Source: an optimization exercise on an open RTL-to-GDS flow (aim: small area and a short achievable clock period). Production flows keep margins and buffers that such runs may drop.
In this exercise RTL edits were held to simulation tests only and were not proved equivalent to the original.
Power figures rest on the tool's default switching activity, not on a simulated workload.

Design router_top, start of the top module:
module router_top (
  input  logic         clk,
  input  logic         reset,
  input  logic         route_cfg_wr_en,
  input  logic [3:0]   route_cfg_node,
  input  logic [2:0]   route_cfg_port,
  input  logic         route_cfg_valid,
  input  logic [144:0] in_flit,
  input  logic [4:0]   in_write,
  output logic [9:0]   in_credit,
  output logic [144:0] out_flit,
  output logic [4:0]   out_write,
  input  logic [9:0]   out_credit_in,
  output logic         idle
);
  localparam int NUM_PORTS = 5;
  localparam int NUM_VCS   = 2;
  localparam int NCH       = NUM_PORTS * NUM_VCS;
  localparam int FLIT_W    = 29;
  localparam int DATA_W    = 28;   
  logic [19:0]  lookup_dest;
  logic [14:0]  lookup_port;
  logic [4:0]   lookup_hit;
  logic [259:0] head_data;
  logic [19:0]  head_kind;
  logic [49:0]  head_req;
  logic [9:0]   dequeue;
  logic [9:0]   credit_ok;
  logic [49:0]  grant_sel;
  logic [4:0]   grant_valid;
  logic [4:0]   grant_vc;
  logic [9:0]   sent_q;
  logic [4:0]   buf_empty_next;
  logic         idle_q;
  route_table u_route_table (
    .clk         (clk),
    .reset       (reset),
    .cfg_wr_en   (route_cfg_wr_en),
    .cfg_node    (route_cfg_node),
    .cfg_port    (route_cfg_port),
    .cfg_valid   (route_cfg_valid),
    .lookup_dest (lookup_dest),
    .lookup_port (lookup_port),
    .lookup_hit  (lookup_hit)
  );
  for (genvar p = 0; p < NUM_PORTS; p++) begin : g_port
    logic [DATA_W-1:0] granted_data;
    assign lookup_dest[p*4 +: 4] = in_flit[p*FLIT_W + 18 +: 4];
    vc_input_buffer u_in_buf (
      .clk        (clk),
      .reset      (reset),
      .in_flit    (in_flit[p*FLIT_W +: FLIT_W]),
      .in_write   (in_write[p]),
      .route_hit  (lookup_hit[p]),
      .route_port (lookup_port[p*3 +: 3]),
      .dequeue    (dequeue[p*NUM_VCS +: NUM_VCS]),
      .head_req   (head_req[p*NUM_VCS*NUM_PORTS +: NUM_VCS*NUM_PORTS]),
      .head_kind  (head_kind[p*NUM_VCS*2 +: NUM_VCS*2]),
  ...
For scale: about 5300 cells after synthesis, about 1600 flip-flops, ~69000 um2 of cells after synthesis.
clock: 5.5 ns
lec_check: 0
cap_margin: 20
cell_pad_in_sites_detail_placement: 1
cell_pad_in_sites_global_placement: 1
core_margin: 2
core_utilization: 45
place_density: 0.6
setup_slack_margin: 3.0
slew_margin: 35
tns_end_percent: 10
standard.sh (not shown) runs the stock make flow with config.mk's settings and CLKGATE_MAP_FILE= SYNTH_SCRIPT=/design/flow/synth_recipe.tcl, a recipe that flattens the netlist after the stock synthesis.
==> flow/flow/run.sh <==
#!/bin/bash
# The standard layout with two changes: plain buffers on the ports in place of
# the delay cells that buffer_ports picks by default, and clock tree synthesis
# with larger sink clusters and without dummy balancing loads.
set -euo pipefail
export BUFFER_PORTS_ARGS="-buffer_cell sky130_fd_sc_hd__buf_2"
export CTS_ARGS="-sink_clustering_enable -repair_clock_nets -sink_clustering_size 25 -sink_clustering_max_diameter 70 -dont_use_dummy_load"
bash standard.sh > flow_make.log 2>&1
The first run completed with no timing, DRC or antenna violations.
Then changed:
- CORE_UTILIZATION: 45 -> 40
- PLACE_DENSITY: 0.6 -> 0.55
=> The new run completed without violations; clock skew falls by 0.018 ns; cell area climbs by 0.90%; total power went up by 2.3%; synthesized cell count does not change; global-route usage drops by 3.1 points.
Then changed:
- CAP_MARGIN: 20 -> 10
- SLEW_MARGIN: 35 -> 27
=> Synthesized area does not change. Core utilization stays flat. Total power stays flat. Clock skew rose by 0.0099 ns. Cell area barely changes. Clock-buffer cell count stays the same.
Then changed:
- CAP_MARGIN: 10 -> 20
- SLEW_MARGIN: 27 -> 35
- TNS_END_PERCENT: 10 -> 30
The new run went through all stages and came out clean. Non-clock buffer count climbs by 38. Cell count rises by 0.41%. Core utilization goes up by 0.38 points. Synthesized cell count is unchanged.

Another version of the RTL of router_top (not shown whole).
Size: ~5600 cells after synthesis, about 1700 flip-flops, roughly 330 I/O pins, roughly 0.071 sq mm of cells after synthesis.
clock: 5.5 ns
lec_check: 0
cap_margin: 20
cell_pad_in_sites_detail_placement: 1
cell_pad_in_sites_global_placement: 1
core_margin: 2
core_utilization: 45
place_density: 0.6
setup_slack_margin: 3.0
slew_margin: 35
tns_end_percent: 10
Scripts as last shown in full above: flow/flow/run.sh
==> next run, changes <==
- CORE_UTILIZATION: 45 -> 40
- PLACE_DENSITY: 0.6 -> 0.55
Effect: The changed run completed with no timing, DRC or antenna violations. Core utilization drops by 5.8 points. Register-to-register slack is about the same. Cell area climbs by 0.44%. Count of clock-buffer cells in the layout does not change. Wire length climbs by 2.8%.

router_top, a different RTL version from the one above (not shown whole).
Size: roughly 5300 cells after synthesis, ~330 I/O pins, about 69000 um2 of cells after synthesis.
Design router_top, start of the top module:
module router_top (
  input  logic         clk,
  input  logic         reset,
  input  logic         route_cfg_wr_en,
  input  logic [3:0]   route_cfg_node,
  input  logic [2:0]   route_cfg_port,
  input  logic         route_cfg_valid,
  input  logic [144:0] in_flit,
  input  logic [4:0]   in_write,
  output logic [9:0]   in_credit,
  output logic [144:0] out_flit,
  output logic [4:0]   out_write,
  input  logic [9:0]   out_credit_in,
  output logic         idle
);
  localparam int NUM_PORTS = 5;
  localparam int NUM_VCS   = 2;
  localparam int NCH       = NUM_PORTS * NUM_VCS;
  localparam int FLIT_W    = 29;
  localparam int DATA_W    = 28;   
  logic [19:0]  lookup_dest;
  logic [14:0]  lookup_port;
  logic [4:0]   lookup_hit;
  logic [259:0] head_data;
  logic [19:0]  head_kind;
  logic [49:0]  head_req;
  logic [9:0]   dequeue;
  logic [9:0]   credit_ok;
  logic [49:0]  grant_sel;
  logic [4:0]   grant_valid;
  logic [4:0]   grant_vc;
  logic [9:0]   sent_q;
  logic [4:0]   buf_empty_next;
  logic         idle_q;
  route_table u_route_table (
  ...
clock: 5.5 ns
lec_check: 0
cap_margin: 20
cell_pad_in_sites_detail_placement: 1
cell_pad_in_sites_global_placement: 1
core_margin: 2
core_utilization: 45
cts_cluster_diameter: 70
cts_cluster_size: 25
place_density: 0.6
setup_slack_margin: 3.0
slew_margin: 35
tns_end_percent: 10
==> flow/flow/run.sh <==
#!/bin/bash
# The standard layout, with plain buffers on the ports in place of the delay
# cells that buffer_ports picks by default. Everything else is the standard flow's flow.
set -euo pipefail
export BUFFER_PORTS_ARGS="-buffer_cell sky130_fd_sc_hd__buf_2"
bash standard.sh > flow_make.log 2>&1
The first run finished clean.
==> next run, changes <==
Settings changed: CORE_UTILIZATION 45 to 40, PLACE_DENSITY 0.6 to 0.55.
Outcome: Worst hold slack improves by 0.0063 ns. Total power is higher by a few percent. Worst setup slack improves by 0.066 ns. First-iteration DRC count is higher slightly. Global-route usage is lower by 2.0 points. Via count is higher slightly. Sequential power hardly moves. Die area is higher by roughly a tenth. Critical path depth is higher by 3.

static timing again, ports no longer ideal:
The results above use ideal ports. As a check the final layouts listed here were re-extracted and re-timed, cells and wires unchanged.
Step 1 assumes that a clkbuf_16 drives the clock port and a buf_2 every other input.
Step 2 moves the port delays by t, midway between the first and last clock arrival at a register: inputs arrive t later, outputs are due t later. That takes back most of the time a late clock gives input paths.
Slacks: ideal / step 1 / step 2; pairs: ideal / step 1.
run	t, ns	setup WS [ns]	hold WS [ns]	worst setup path after step 2	cell pins on the clock port's net
the first run of note 1	0.823	2.586 / 2.586 / 1.840	0.473 / 0.473 / 0.473	input to register	1
the second run of note 1	0.857	2.662 / 2.577 / 1.721	0.477 / 0.477 / 0.477	input to register	1
the third run of note 1	0.861	2.620 / 2.563 / 1.725	0.479 / 0.479 / 0.479	input to register	1
the fourth run of note 1	0.836	2.648 / 2.648 / 1.876	0.466 / 0.466 / 0.466	input to register	1
the first run of note 2	0.838	2.655 / 2.471 / 1.633	0.478 / 0.478 / 0.478	input to register	1
the second run of note 2	0.894	2.653 / 2.397 / 1.503	0.479 / 0.473 / 0.479	input to register	1
the first run of note 3	0.849	2.477 / 2.396 / 1.547	0.476 / 0.476 / 0.476	input to register	1
the second run of note 3	0.913	2.543 / 2.543 / 1.782	0.482 / 0.461 / 0.482	input to register	1
After both steps setup and hold are still met in every run listed. The setup slack of the second run of note 2, which loses most, moves by -0.256 ns with the drivers and by -1.150 ns with both steps.
